This design comes from an exercise in tuning for small area, a short achievable clock period and few clock cycles per item on the open sky130 flow, not from production work. At most, simulation tests tie the RTL to the original design; equivalence was not proved.

==> trial 84: inputs <==
Design nonpreemptive_priority_scheduler_unit, start of the top module:
module nonpreemptive_priority_scheduler_unit (
  input  logic              clk,
  input  logic              rst,
  input  logic              jobs_valid,
  output logic              jobs_ready,
  input  logic              jobs_op,
  input  logic [IdW-1:0]    jobs_job_id,
  input  logic [BurstW-1:0] jobs_burst_ms,
  input  logic [PrioW-1:0]  jobs_prio_level,
  output logic              results_valid,
  input  logic              results_ready,
  output logic [KindW-1:0]  results_kind,
  output logic [IdW-1:0]    results_out_id,
  output logic [BurstW-1:0] results_out_burst,
  output logic [PrioW-1:0]  results_out_prio,
  output logic [TimeW-1:0]  results_turnaround,
  output logic [TimeW-1:0]  results_waiting,
  output logic [SumW-1:0]   results_sum_turnaround,
  output logic [SumW-1:0]   results_sum_waiting,
  output logic [DoneW-1:0]  results_jobs_done,
  output logic              results_last
);
Settings: LEC_CHECK=0, CAP_MARGIN=20, CORE_MARGIN=2, CORE_UTILIZATION=40, CTS_BUF_LIST=sky130_fd_sc_hd__clkbuf_16, CTS_CLUSTER_DIAMETER=60, CTS_CLUSTER_SIZE=30, PLACE_DENSITY=0.6, SLEW_MARGIN=20; clock period 5.0 ns.
run.sh (not shown) runs the stock make flow with config.mk's settings and CLKGATE_MAP_FILE= SYNTH_SCRIPT=/design/flow/synth_recipe.tcl, a recipe that flattens the netlist after the stock synthesis.
==> trial 54 (differences from trial 84) <==
--- a/flow/design.v
+++ b/flow/design.v
@@ -71,69 +71,83 @@
   function automatic logic [3:0] cnt8(input logic [7:0] v);
     logic [1:0] s1 [4];
     logic [2:0] s2 [2];
     for (int i = 0; i < 4; i++) s1[i] = {1'b0, v[2*i]} + {1'b0, v[2*i+1]};
     for (int i = 0; i < 2; i++) s2[i] = {1'b0, s1[2*i]} + {1'b0, s1[2*i+1]};
     cnt8 = {1'b0, s2[0]} + {1'b0, s2[1]};
   endfunction
+  function automatic logic [15:0] lowest16(input logic [15:0] v);
+    logic [15:0] below;
+    below[0] = 1'b0;
+    for (int i = 1; i < 16; i++) below[i] = below[i-1] | v[i-1];
+    lowest16 = v & ~below;
+  endfunction
   function automatic logic [19:0] add20(input logic [19:0] a, input logic [19:0] b);
     logic [19:0] p, g, pp, gg;
     p  = a ^ b;
     g  = a & b;
     pp = p;
     gg = g;
-    for (int d = 1; d < 20; d = d * 2) begin
-      for (int i = 19; i >= d; i--) begin
-        gg[i] = gg[i] | (pp[i] & gg[i-d]);
-        pp[i] = pp[i] & pp[i-d];
+    for (int l = 0; l < 5; l++) begin
+      for (int i = 0; i < 20; i++) begin
+        if (((i >> l) & 1) == 1) begin
+          gg[i] = gg[i] | (pp[i] & gg[((i >> l) << l) - 1]);
+          pp[i] = pp[i] & pp[((i >> l) << l) - 1];
+        end
       end
     end
     add20 = p ^ {gg[18:0], 1'b0};
   endfunction
   function automatic logic [23:0] add24(input logic [23:0] a, input logic [23:0] b);
     logic [23:0] p, g, pp, gg;
     p  = a ^ b;
     g  = a & b;
     pp = p;
     gg = g;
-    for (int d = 1; d < 24; d = d * 2) begin
-      for (int i = 23; i >= d; i--) begin
-        gg[i] = gg[i] | (pp[i] & gg[i-d]);
-        pp[i] = pp[i] & pp[i-d];
+    for (int l = 0; l < 5; l++) begin
+      for (int i = 0; i < 24; i++) begin
+        if (((i >> l) & 1) == 1) begin
+          gg[i] = gg[i] | (pp[i] & gg[((i >> l) << l) - 1]);
+          pp[i] = pp[i] & pp[((i >> l) << l) - 1];
+        end
       end
     end
     add24 = p ^ {gg[22:0], 1'b0};
   endfunction
-  logic            ready_q;
+  logic            ready_q;      
+  logic            ready_s_q;    
+  logic            in_ready;
   logic            i_v;
   logic            i_op;
   logic [PrioW-1:0] i_prio;
   logic [3:0]      i_slot;
   logic [JobW-1:0] in_job;
   logic            acc;
   assign in_job = {jobs_job_id, jobs_burst_ms, jobs_prio_level};
-  assign acc    = jobs_valid & ready_q & ~rst;
+  assign in_ready = ready_q | (ready_s_q & (jobs_op == OP_START));
+  assign acc      = jobs_valid & in_ready & ~rst;
   logic [JobW-1:0] q    [QD];
   logic [3:0]      rank [QD];
   logic [JobW-1:0] xq;               
   logic [QD-1:0]   vnew;             
   logic [QD-1:0]   dmask;            
   logic [QD-1:0]   pmask;            
   logic [4:0]      ncnt, dcnt, pcnt, ucnt;
   logic            pv, xv;
+  logic            f_n15, f_n14, f_u13, f_u14, f_u15, f_d1, f_d2;
   logic i_add, i_start, full, do_wr, do_drop, do_hand;
   logic n16, wr_now, drop_now;
   logic [QD-1:0] i_oh;
   assign i_add   = i_v & (i_op == OP_ADD);
   assign i_start = i_v & (i_op == OP_START);
   assign full    = ncnt[4];
   assign do_wr   = i_add & ~full;
   assign do_drop = i_add & full;
   assign do_hand = i_start & (ncnt != 5'd0);
-  assign n16      = ~i_start & (full | ((ncnt == 5'd15) & do_wr));
+  assign n16      = ~i_start & (full | (f_n15 & do_wr));
   assign wr_now   = acc & (jobs_op == OP_ADD) & ~n16;
   assign drop_now = acc & (jobs_op == OP_ADD) & n16;
   always_comb begin
     i_oh = '0;
     i_oh[i_slot] = 1'b1;
   end
   always_ff @(posedge clk) begin
@@ -144,20 +158,21 @@
     else     i_v <= acc;
   end
   logic [QD-1:0] freem;
   logic [3:0]    a_idx, a_idx_n;
   logic [QD-1:0] a_oh, a_oh_n;
   assign freem = ~(vnew | dmask | pmask | (do_wr ? i_oh : '0) | (wr_now ? a_oh : '0));
   always_comb begin
-    a_idx_n = 4'd0;
-    for (int i = QD - 1; i >= 0; i--) begin
-      if (freem[i]) a_idx_n = 4'(i);
+    a_oh_n = lowest16(freem);
+    for (int b = 0; b < 4; b++) begin
+      a_idx_n[b] = 1'b0;
+      for (int i = 0; i < QD; i++) begin
+        if (((i >> b) & 1) == 1) a_idx_n[b] = a_idx_n[b] | a_oh_n[i];
+      end
     end
-    a_oh_n = '0;
-    a_oh_n[a_idx_n] = 1'b1;
   end
   always_ff @(posedge clk) begin
     a_idx <= a_idx_n;
     a_oh  <= a_oh_n;
   end
   logic [QD-1:0] ge_n, ge_q;
   logic          c2_v, c3_v;
@@ -228,24 +243,27 @@
   logic             o_v;
   logic [KindW-1:0] o_kind;
   logic [JobW-1:0]  o_job;
   logic [TimeW-1:0] o_tat, o_wait;
   logic [SumW-1:0]  o_stat, o_swt;
   logic [DoneW-1:0] o_done;
   logic             o_last;
-  assign h_v     = (tk_cnt != 2'd0);
-  assign h_add   = h_v & (tk_type[0] == TK_ADD);
-  assign h_drop  = h_v & (tk_type[0] == TK_DROP);
-  assign h_start = h_v & (tk_type[0] == TK_START);
+  logic        h_v_q, h_add_q, h_drop_q, h_start_q;
+  logic        h_v_n;
+  logic [1:0]  h_type_n;
+  assign h_v     = h_v_q;
+  assign h_add   = h_add_q;
+  assign h_drop  = h_drop_q;
+  assign h_start = h_start_q;
   assign h_slot  = tk_slot[0];
   assign adv     = ~o_v | results_ready;
   assign r_adv   = ~r_v | adv;
   assign p_adv   = ~p_v | r_adv;
   assign rd_go   = p_adv & h_v;
-  assign drn_last = (dcnt == 5'd1);
+  assign drn_last = f_d1;
   assign fin     = rd_go & h_start & drn_last;
   assign pop     = rd_go & (~h_start | drn_last);
   always_comb begin
     rdata = h_drop ? xq : '0;
     for (int i = 0; i < QD; i++) begin
       rsel[i] = (h_add & (h_slot == 4'(i))) |
                 (h_start & dmask[i] & ((c3_v && c3_oh[i]) ? ((k == 4'd0) & pz) : (rank[i] == k)));
@@ -254,14 +272,18 @@
   end
   logic [1:0]    tk_cnt_n;
   logic [QD-1:0] vnew_n, dmask_n, pmask_n;
   logic [4:0]    ncnt_n, dcnt_n, pcnt_n, ucnt_n;
   logic          pv_n, xv_n;
   always_comb begin
     tk_cnt_n = tk_cnt + 2'(push) - 2'(pop);
+    h_v_n    = (tk_cnt_n != 2'd0);
+    if (tk_cnt == 2'(pop))  h_type_n = n_type;
+    else if (pop)           h_type_n = tk_type[1];
+    else                    h_type_n = tk_type[0];
     vnew_n = vnew;
     ncnt_n = ncnt;
     if (i_start) begin
       vnew_n = '0;
       ncnt_n = 5'd0;
     end else if (do_wr) begin
       vnew_n = vnew | i_oh;
@@ -281,15 +303,15 @@
       dmask_n = pmask;
       dcnt_n  = pcnt;
       pmask_n = '0;
       pcnt_n  = 5'd0;
       pv_n    = 1'b0;
     end
     if (do_hand) begin
-      if ((dcnt == 5'd0 || fin) && !pv) begin
+      if ((~f_d1 & ~f_d2 || fin) && !pv) begin
         dmask_n = vnew;
         dcnt_n  = ncnt;
       end else begin
         pmask_n = vnew;
         pcnt_n  = ncnt;
         pv_n    = 1'b1;
       end
@@ -301,41 +323,64 @@
   logic add_e, start_e, w_e, drop_e, full2, fifo_ok, slot_ok, pm_ok;
   logic n15, rd_drn;
   logic [2:0] cpp;
   always_comb begin
     add_e   = acc & (jobs_op == OP_ADD);
     start_e = acc & (jobs_op == OP_START);
     rd_drn  = rd_go & h_start;
-    n15     = ~i_start & (((ncnt == 5'd15) & ~do_wr) | ((ncnt == 5'd14) & do_wr));
+    n15     = ~i_start & ((f_n15 & ~do_wr) | (f_n14 & do_wr));
     w_e     = add_e & ~n16;
     drop_e  = add_e & n16;
     full2   = ~start_e & (n16 | (n15 & w_e));
     cpp     = 3'(tk_cnt) + 3'(push);
     fifo_ok = (cpp <= 3'd1) | ((cpp == 3'd2) & (pop | ~acc)) | ((cpp == 3'd3) & pop & ~acc);
     slot_ok = full2 ? ~xv_n
-                    : ((ucnt <= 5'd13) | ((ucnt == 5'd14) & ~(do_wr & w_e)) |
-                       ((ucnt == 5'd15) & ~do_wr & ~w_e));
-    pm_ok   = ~pv_n & ~(start_e & (do_hand | pv | (dcnt >= 5'd2) | ((dcnt == 5'd1) & ~rd_drn)));
+                    : (f_u13 | (f_u14 & ~(do_wr & w_e)) | (f_u15 & ~do_wr & ~w_e));
+    pm_ok   = ~pv_n & ~(start_e & (do_hand | pv | f_d2 | (f_d1 & ~rd_drn)));
   end
   always_ff @(posedge clk) begin
     if (rst) begin
       ready_q <= 1'b1;
+      ready_s_q <= 1'b1;
       tk_cnt  <= 2'd0;
       vnew    <= '0;
       dmask   <= '0;
       pmask   <= '0;
       ncnt    <= 5'd0;
       dcnt    <= 5'd0;
       pcnt    <= 5'd0;
       ucnt    <= 5'd0;
       pv      <= 1'b0;
       xv      <= 1'b0;
       k       <= 4'd0;
+      f_n15   <= 1'b0;
+      f_n14   <= 1'b0;
+      f_u13   <= 1'b1;
+      f_u14   <= 1'b0;
+      f_u15   <= 1'b0;
+      f_d1    <= 1'b0;
+      f_d2    <= 1'b0;
+      h_v_q     <= 1'b0;
+      h_add_q   <= 1'b0;
+      h_drop_q  <= 1'b0;
+      h_start_q <= 1'b0;
     end else begin
+      h_v_q     <= h_v_n;
+      h_add_q   <= h_v_n & (h_type_n == TK_ADD);
+      h_drop_q  <= h_v_n & (h_type_n == TK_DROP);
+      h_start_q <= h_v_n & (h_type_n == TK_START);
+      f_n15   <= (ncnt_n == 5'd15);
+      f_n14   <= (ncnt_n == 5'd14);
+      f_u13   <= (ucnt_n <= 5'd13);
+      f_u14   <= (ucnt_n == 5'd14);
+      f_u15   <= (ucnt_n == 5'd15);
+      f_d1    <= (dcnt_n == 5'd1);
+      f_d2    <= (dcnt_n >= 5'd2);
       ready_q <= fifo_ok & slot_ok & pm_ok;
+      ready_s_q <= fifo_ok & pm_ok;
       tk_cnt  <= tk_cnt_n;
       vnew    <= vnew_n;
       dmask   <= dmask_n;
       pmask   <= pmask_n;
       ncnt    <= ncnt_n;
       dcnt    <= dcnt_n;
       pcnt    <= pcnt_n;
@@ -400,15 +445,15 @@
     end
     if (rst) begin
       o_stat <= '0;
     end else if (adv && r_v) begin
       o_stat <= r_exec ? add24(o_stat, SumW'(r_tat)) : '0;
     end
   end
-  assign jobs_ready             = ready_q;
+  assign jobs_ready             = in_ready;
   assign results_valid          = o_v;
   assign results_kind           = o_kind;
   assign results_out_id         = o_job[BurstW+PrioW +: IdW];
   assign results_out_burst      = o_job[PrioW +: BurstW];
   assign results_out_prio       = o_job[PrioW-1:0];
   assign results_turnaround     = o_tat;
   assign results_waiting        = o_wait;
==> flow/flow/run.sh (new file) <==
#!/bin/bash
# The standard layout (standard.sh), with two changes passed to ORFS through its
# own variables: the port buffers use a plain buffer cell, and clock tree
# synthesis inserts no dummy loads. Everything else is the standard flow.
set -euo pipefail
export BUFFER_PORTS_ARGS="-buffer_cell sky130_fd_sc_hd__buf_4"
export CTS_ARGS="-sink_clustering_enable -repair_clock_nets -dont_use_dummy_load -buf_list sky130_fd_sc_hd__clkbuf_16 -sink_clustering_size 30 -sink_clustering_max_diameter 70"
bash standard.sh > standard_flow.log 2>&1
==> flow/standard.sh (new file) <==
#!/bin/bash
# synth_recipe.tcl (not shown) runs the flow's synth.tcl, then flattens the netlist and writes it again
# the make line also repeats each setting of config.mk as NAME=value (left out here)
make -C /OpenROAD-flow-scripts/flow DESIGN_CONFIG=/design/flow/config.mk WORK_HOME=/design/flow/orfs CLKGATE_MAP_FILE= SYNTH_SCRIPT=/design/flow/synth_recipe.tcl "${@:-finish}"
CORE_UTILIZATION = 55   (was 40)
CTS_BUF_LIST = not set   (was sky130_fd_sc_hd__clkbuf_16)
CTS_CLUSTER_DIAMETER = not set   (was 60)
CTS_CLUSTER_SIZE = not set   (was 30)
PLACE_DENSITY = 0.7   (was 0.6)
SETUP_SLACK_MARGIN = 2.6   (was not set)
removed: flow/run.sh
==> build 22 (differences from trial 84) <==
--- a/flow/design.v
+++ b/flow/design.v
@@ -71,14 +71,20 @@
   function automatic logic [3:0] cnt8(input logic [7:0] v);
     logic [1:0] s1 [4];
     logic [2:0] s2 [2];
     for (int i = 0; i < 4; i++) s1[i] = {1'b0, v[2*i]} + {1'b0, v[2*i+1]};
     for (int i = 0; i < 2; i++) s2[i] = {1'b0, s1[2*i]} + {1'b0, s1[2*i+1]};
     cnt8 = {1'b0, s2[0]} + {1'b0, s2[1]};
   endfunction
+  function automatic logic [15:0] lowest16(input logic [15:0] v);
+    logic [15:0] below;
+    below[0] = 1'b0;
+    for (int i = 1; i < 16; i++) below[i] = below[i-1] | v[i-1];
+    lowest16 = v & ~below;
+  endfunction
   function automatic logic [19:0] add20(input logic [19:0] a, input logic [19:0] b);
     logic [19:0] p, g, pp, gg;
     p  = a ^ b;
     g  = a & b;
     pp = p;
     gg = g;
     for (int d = 1; d < 20; d = d * 2) begin
@@ -116,24 +122,25 @@
   logic [3:0]      rank [QD];
   logic [JobW-1:0] xq;               
   logic [QD-1:0]   vnew;             
   logic [QD-1:0]   dmask;            
   logic [QD-1:0]   pmask;            
   logic [4:0]      ncnt, dcnt, pcnt, ucnt;
   logic            pv, xv;
+  logic            f_n15, f_n14, f_u13, f_u14, f_u15, f_d1, f_d2;
   logic i_add, i_start, full, do_wr, do_drop, do_hand;
   logic n16, wr_now, drop_now;
   logic [QD-1:0] i_oh;
   assign i_add   = i_v & (i_op == OP_ADD);
   assign i_start = i_v & (i_op == OP_START);
   assign full    = ncnt[4];
   assign do_wr   = i_add & ~full;
   assign do_drop = i_add & full;
   assign do_hand = i_start & (ncnt != 5'd0);
-  assign n16      = ~i_start & (full | ((ncnt == 5'd15) & do_wr));
+  assign n16      = ~i_start & (full | (f_n15 & do_wr));
   assign wr_now   = acc & (jobs_op == OP_ADD) & ~n16;
   assign drop_now = acc & (jobs_op == OP_ADD) & n16;
   always_comb begin
     i_oh = '0;
     i_oh[i_slot] = 1'b1;
   end
   always_ff @(posedge clk) begin
@@ -144,20 +151,21 @@
     else     i_v <= acc;
   end
   logic [QD-1:0] freem;
   logic [3:0]    a_idx, a_idx_n;
   logic [QD-1:0] a_oh, a_oh_n;
   assign freem = ~(vnew | dmask | pmask | (do_wr ? i_oh : '0) | (wr_now ? a_oh : '0));
   always_comb begin
-    a_idx_n = 4'd0;
-    for (int i = QD - 1; i >= 0; i--) begin
-      if (freem[i]) a_idx_n = 4'(i);
+    a_oh_n = lowest16(freem);
+    for (int b = 0; b < 4; b++) begin
+      a_idx_n[b] = 1'b0;
+      for (int i = 0; i < QD; i++) begin
+        if (((i >> b) & 1) == 1) a_idx_n[b] = a_idx_n[b] | a_oh_n[i];
+      end
     end
-    a_oh_n = '0;
-    a_oh_n[a_idx_n] = 1'b1;
   end
   always_ff @(posedge clk) begin
     a_idx <= a_idx_n;
     a_oh  <= a_oh_n;
   end
   logic [QD-1:0] ge_n, ge_q;
   logic          c2_v, c3_v;
@@ -228,24 +236,27 @@
   logic             o_v;
   logic [KindW-1:0] o_kind;
   logic [JobW-1:0]  o_job;
   logic [TimeW-1:0] o_tat, o_wait;
   logic [SumW-1:0]  o_stat, o_swt;
   logic [DoneW-1:0] o_done;
   logic             o_last;
-  assign h_v     = (tk_cnt != 2'd0);
-  assign h_add   = h_v & (tk_type[0] == TK_ADD);
-  assign h_drop  = h_v & (tk_type[0] == TK_DROP);
-  assign h_start = h_v & (tk_type[0] == TK_START);
+  logic        h_v_q, h_add_q, h_drop_q, h_start_q;
+  logic        h_v_n;
+  logic [1:0]  h_type_n;
+  assign h_v     = h_v_q;
+  assign h_add   = h_add_q;
+  assign h_drop  = h_drop_q;
+  assign h_start = h_start_q;
   assign h_slot  = tk_slot[0];
   assign adv     = ~o_v | results_ready;
   assign r_adv   = ~r_v | adv;
   assign p_adv   = ~p_v | r_adv;
   assign rd_go   = p_adv & h_v;
-  assign drn_last = (dcnt == 5'd1);
+  assign drn_last = f_d1;
   assign fin     = rd_go & h_start & drn_last;
   assign pop     = rd_go & (~h_start | drn_last);
   always_comb begin
     rdata = h_drop ? xq : '0;
     for (int i = 0; i < QD; i++) begin
       rsel[i] = (h_add & (h_slot == 4'(i))) |
                 (h_start & dmask[i] & ((c3_v && c3_oh[i]) ? ((k == 4'd0) & pz) : (rank[i] == k)));
@@ -254,14 +265,18 @@
   end
   logic [1:0]    tk_cnt_n;
   logic [QD-1:0] vnew_n, dmask_n, pmask_n;
   logic [4:0]    ncnt_n, dcnt_n, pcnt_n, ucnt_n;
   logic          pv_n, xv_n;
   always_comb begin
     tk_cnt_n = tk_cnt + 2'(push) - 2'(pop);
+    h_v_n    = (tk_cnt_n != 2'd0);
+    if (tk_cnt == 2'(pop))  h_type_n = n_type;
+    else if (pop)           h_type_n = tk_type[1];
+    else                    h_type_n = tk_type[0];
     vnew_n = vnew;
     ncnt_n = ncnt;
     if (i_start) begin
       vnew_n = '0;
       ncnt_n = 5'd0;
     end else if (do_wr) begin
       vnew_n = vnew | i_oh;
@@ -281,15 +296,15 @@
       dmask_n = pmask;
       dcnt_n  = pcnt;
       pmask_n = '0;
       pcnt_n  = 5'd0;
       pv_n    = 1'b0;
     end
     if (do_hand) begin
-      if ((dcnt == 5'd0 || fin) && !pv) begin
+      if ((~f_d1 & ~f_d2 || fin) && !pv) begin
         dmask_n = vnew;
         dcnt_n  = ncnt;
       end else begin
         pmask_n = vnew;
         pcnt_n  = ncnt;
         pv_n    = 1'b1;
       end
@@ -301,24 +316,23 @@
   logic add_e, start_e, w_e, drop_e, full2, fifo_ok, slot_ok, pm_ok;
   logic n15, rd_drn;
   logic [2:0] cpp;
   always_comb begin
     add_e   = acc & (jobs_op == OP_ADD);
     start_e = acc & (jobs_op == OP_START);
     rd_drn  = rd_go & h_start;
-    n15     = ~i_start & (((ncnt == 5'd15) & ~do_wr) | ((ncnt == 5'd14) & do_wr));
+    n15     = ~i_start & ((f_n15 & ~do_wr) | (f_n14 & do_wr));
     w_e     = add_e & ~n16;
     drop_e  = add_e & n16;
     full2   = ~start_e & (n16 | (n15 & w_e));
     cpp     = 3'(tk_cnt) + 3'(push);
     fifo_ok = (cpp <= 3'd1) | ((cpp == 3'd2) & (pop | ~acc)) | ((cpp == 3'd3) & pop & ~acc);
     slot_ok = full2 ? ~xv_n
-                    : ((ucnt <= 5'd13) | ((ucnt == 5'd14) & ~(do_wr & w_e)) |
-                       ((ucnt == 5'd15) & ~do_wr & ~w_e));
-    pm_ok   = ~pv_n & ~(start_e & (do_hand | pv | (dcnt >= 5'd2) | ((dcnt == 5'd1) & ~rd_drn)));
+                    : (f_u13 | (f_u14 & ~(do_wr & w_e)) | (f_u15 & ~do_wr & ~w_e));
+    pm_ok   = ~pv_n & ~(start_e & (do_hand | pv | f_d2 | (f_d1 & ~rd_drn)));
   end
   always_ff @(posedge clk) begin
     if (rst) begin
       ready_q <= 1'b1;
       tk_cnt  <= 2'd0;
       vnew    <= '0;
       dmask   <= '0;
@@ -326,15 +340,37 @@
       ncnt    <= 5'd0;
       dcnt    <= 5'd0;
       pcnt    <= 5'd0;
       ucnt    <= 5'd0;
       pv      <= 1'b0;
       xv      <= 1'b0;
       k       <= 4'd0;
+      f_n15   <= 1'b0;
+      f_n14   <= 1'b0;
+      f_u13   <= 1'b1;
+      f_u14   <= 1'b0;
+      f_u15   <= 1'b0;
+      f_d1    <= 1'b0;
+      f_d2    <= 1'b0;
+      h_v_q     <= 1'b0;
+      h_add_q   <= 1'b0;
+      h_drop_q  <= 1'b0;
+      h_start_q <= 1'b0;
     end else begin
+      h_v_q     <= h_v_n;
+      h_add_q   <= h_v_n & (h_type_n == TK_ADD);
+      h_drop_q  <= h_v_n & (h_type_n == TK_DROP);
+      h_start_q <= h_v_n & (h_type_n == TK_START);
+      f_n15   <= (ncnt_n == 5'd15);
+      f_n14   <= (ncnt_n == 5'd14);
+      f_u13   <= (ucnt_n <= 5'd13);
+      f_u14   <= (ucnt_n == 5'd14);
+      f_u15   <= (ucnt_n == 5'd15);
+      f_d1    <= (dcnt_n == 5'd1);
+      f_d2    <= (dcnt_n >= 5'd2);
       ready_q <= fifo_ok & slot_ok & pm_ok;
       tk_cnt  <= tk_cnt_n;
       vnew    <= vnew_n;
       dmask   <= dmask_n;
       pmask   <= pmask_n;
       ncnt    <= ncnt_n;
       dcnt    <= dcnt_n;
==> flow/flow/run.sh (new file) <==
#!/bin/bash
# The standard layout (standard.sh), with two changes passed to ORFS through its
# own variables: the port buffers use a plain buffer cell, and clock tree
# synthesis inserts no dummy loads. Everything else is the standard flow.
set -euo pipefail
export BUFFER_PORTS_ARGS="-buffer_cell sky130_fd_sc_hd__buf_4"
export CTS_ARGS="-sink_clustering_enable -repair_clock_nets -dont_use_dummy_load -buf_list sky130_fd_sc_hd__clkbuf_16 -sink_clustering_size 30 -sink_clustering_max_diameter 60"
bash standard.sh > standard_flow.log 2>&1
==> flow/standard.sh (new file) <==
#!/bin/bash
# synth_recipe.tcl (not shown) runs the flow's synth.tcl, then flattens the netlist and writes it again
# the make line also repeats each setting of config.mk as NAME=value (left out here)
make -C /OpenROAD-flow-scripts/flow DESIGN_CONFIG=/design/flow/config.mk WORK_HOME=/design/flow/orfs CLKGATE_MAP_FILE= SYNTH_SCRIPT=/design/flow/synth_recipe.tcl "${@:-finish}"
CTS_BUF_LIST = not set   (was sky130_fd_sc_hd__clkbuf_16)
CTS_CLUSTER_DIAMETER = not set   (was 60)
CTS_CLUSTER_SIZE = not set   (was 30)
SETUP_SLACK_MARGIN = 2.3   (was not set)
removed: flow/run.sh
==> metrics.cfg <==
[grt]
grt_pass1_vias=32600

[synthesis]
syn-cell-area_mm2=0.0488

[setup_path]
arrival_ns=3.85
crit_cells=12
cpPeakStageDelay_ns=0.56

[run_status]
outcome=complete, no violations

[cells_and_area]
drive_gt1_share_pct=28.3
nMultiInputCombCells=1967

[timing]
fmax_ghz=0.307

the above is filed under trial 54

==> metrics.cfg <==
[setup_path]
rr_startpoint=ge_q[1]
cpPeakStageDelay_ns=0.54
crit_path_end_kind=flop
arrival_ns=3.32
crit_cells=9

[placement]
dpl_cell_area_mm2=0.0530

[synthesis]
syn-cell-area_mm2=0.0491

[cells_and_area]
drive_gt1_share_pct=19.4

[power]
seqPwrFrac_pct=55.5

[grt]
grt_pass1_vias=29600

[timing]
fmax_ghz=0.361
final.setup.worst_slack_ns=2.23

[run_status]
outcome=complete, no violations

the above is filed under build 22

==> metrics.cfg <==
[run_status]
outcome=complete, no violations

[cells_and_area]
nMultiInputCombCells=2069
largest_register=q
drive_gt1_share_pct=9.62

[setup_path]
cpPeakStageDelay_ns=0.51
arrival_ns=4.97
crit_cells=15

[die]
nWellTaps=1625

[timing]
fmax_ghz=0.230

[synthesis]
syn-cell-area_mm2=0.0491
ys_async_sr_fraction_pct=0
yosysWarnings=57

[power]
switching_share_pct=27.8
switching_power_uw=6390

[clocking]
htreeDepth=3

the above is filed under trial 84

Testbench counts of build 22, summed over its fixed seeds: cycles 14,636, items 8,000.
For trial 84 and trial 54, only the layout was checked, not whether the RTL still works.

[port drivers added, routing unchanged]
In the flow no input, the clock included, has a driving cell. The finished layouts below were timed again as built, in two steps. Step 1 sets driving cells, clkbuf_16 on the clock port and buf_2 on the other inputs (assumed; they add their load-dependent delay and slew). Step 2 moves the port delays by t, midway between the first and last clock arrival at a register: inputs arrive t later, outputs are due t later. That takes back most of the time a late clock gives input paths. Three values: ideal, step 1, step 2; two values: the first two.
run | t (ns) | setup slack, ns | hold WS [ns] | worst setup path at the end | clock arrival spread, ns
trial 84 | 0.774 | 0.658 / 0.658 / 0.243 | 0.328 / 0.328 / 0.328 | input to register | 0.060 / 0.061
trial 54 | 0.714 | 1.745 / 1.745 / 1.399 | 0.335 / 0.335 / 0.335 | input to register | 0.116 / 0.116
build 22 | 0.744 | 2.232 / 2.232 / 1.653 | 0.317 / 0.317 / 0.317 | input to register | 0.105 / 0.105
After both steps every run listed still meets setup and hold. For build 22, which loses most, drivers alone change the setup slack by 0.000 ns; drivers and shift together by -0.579 ns.
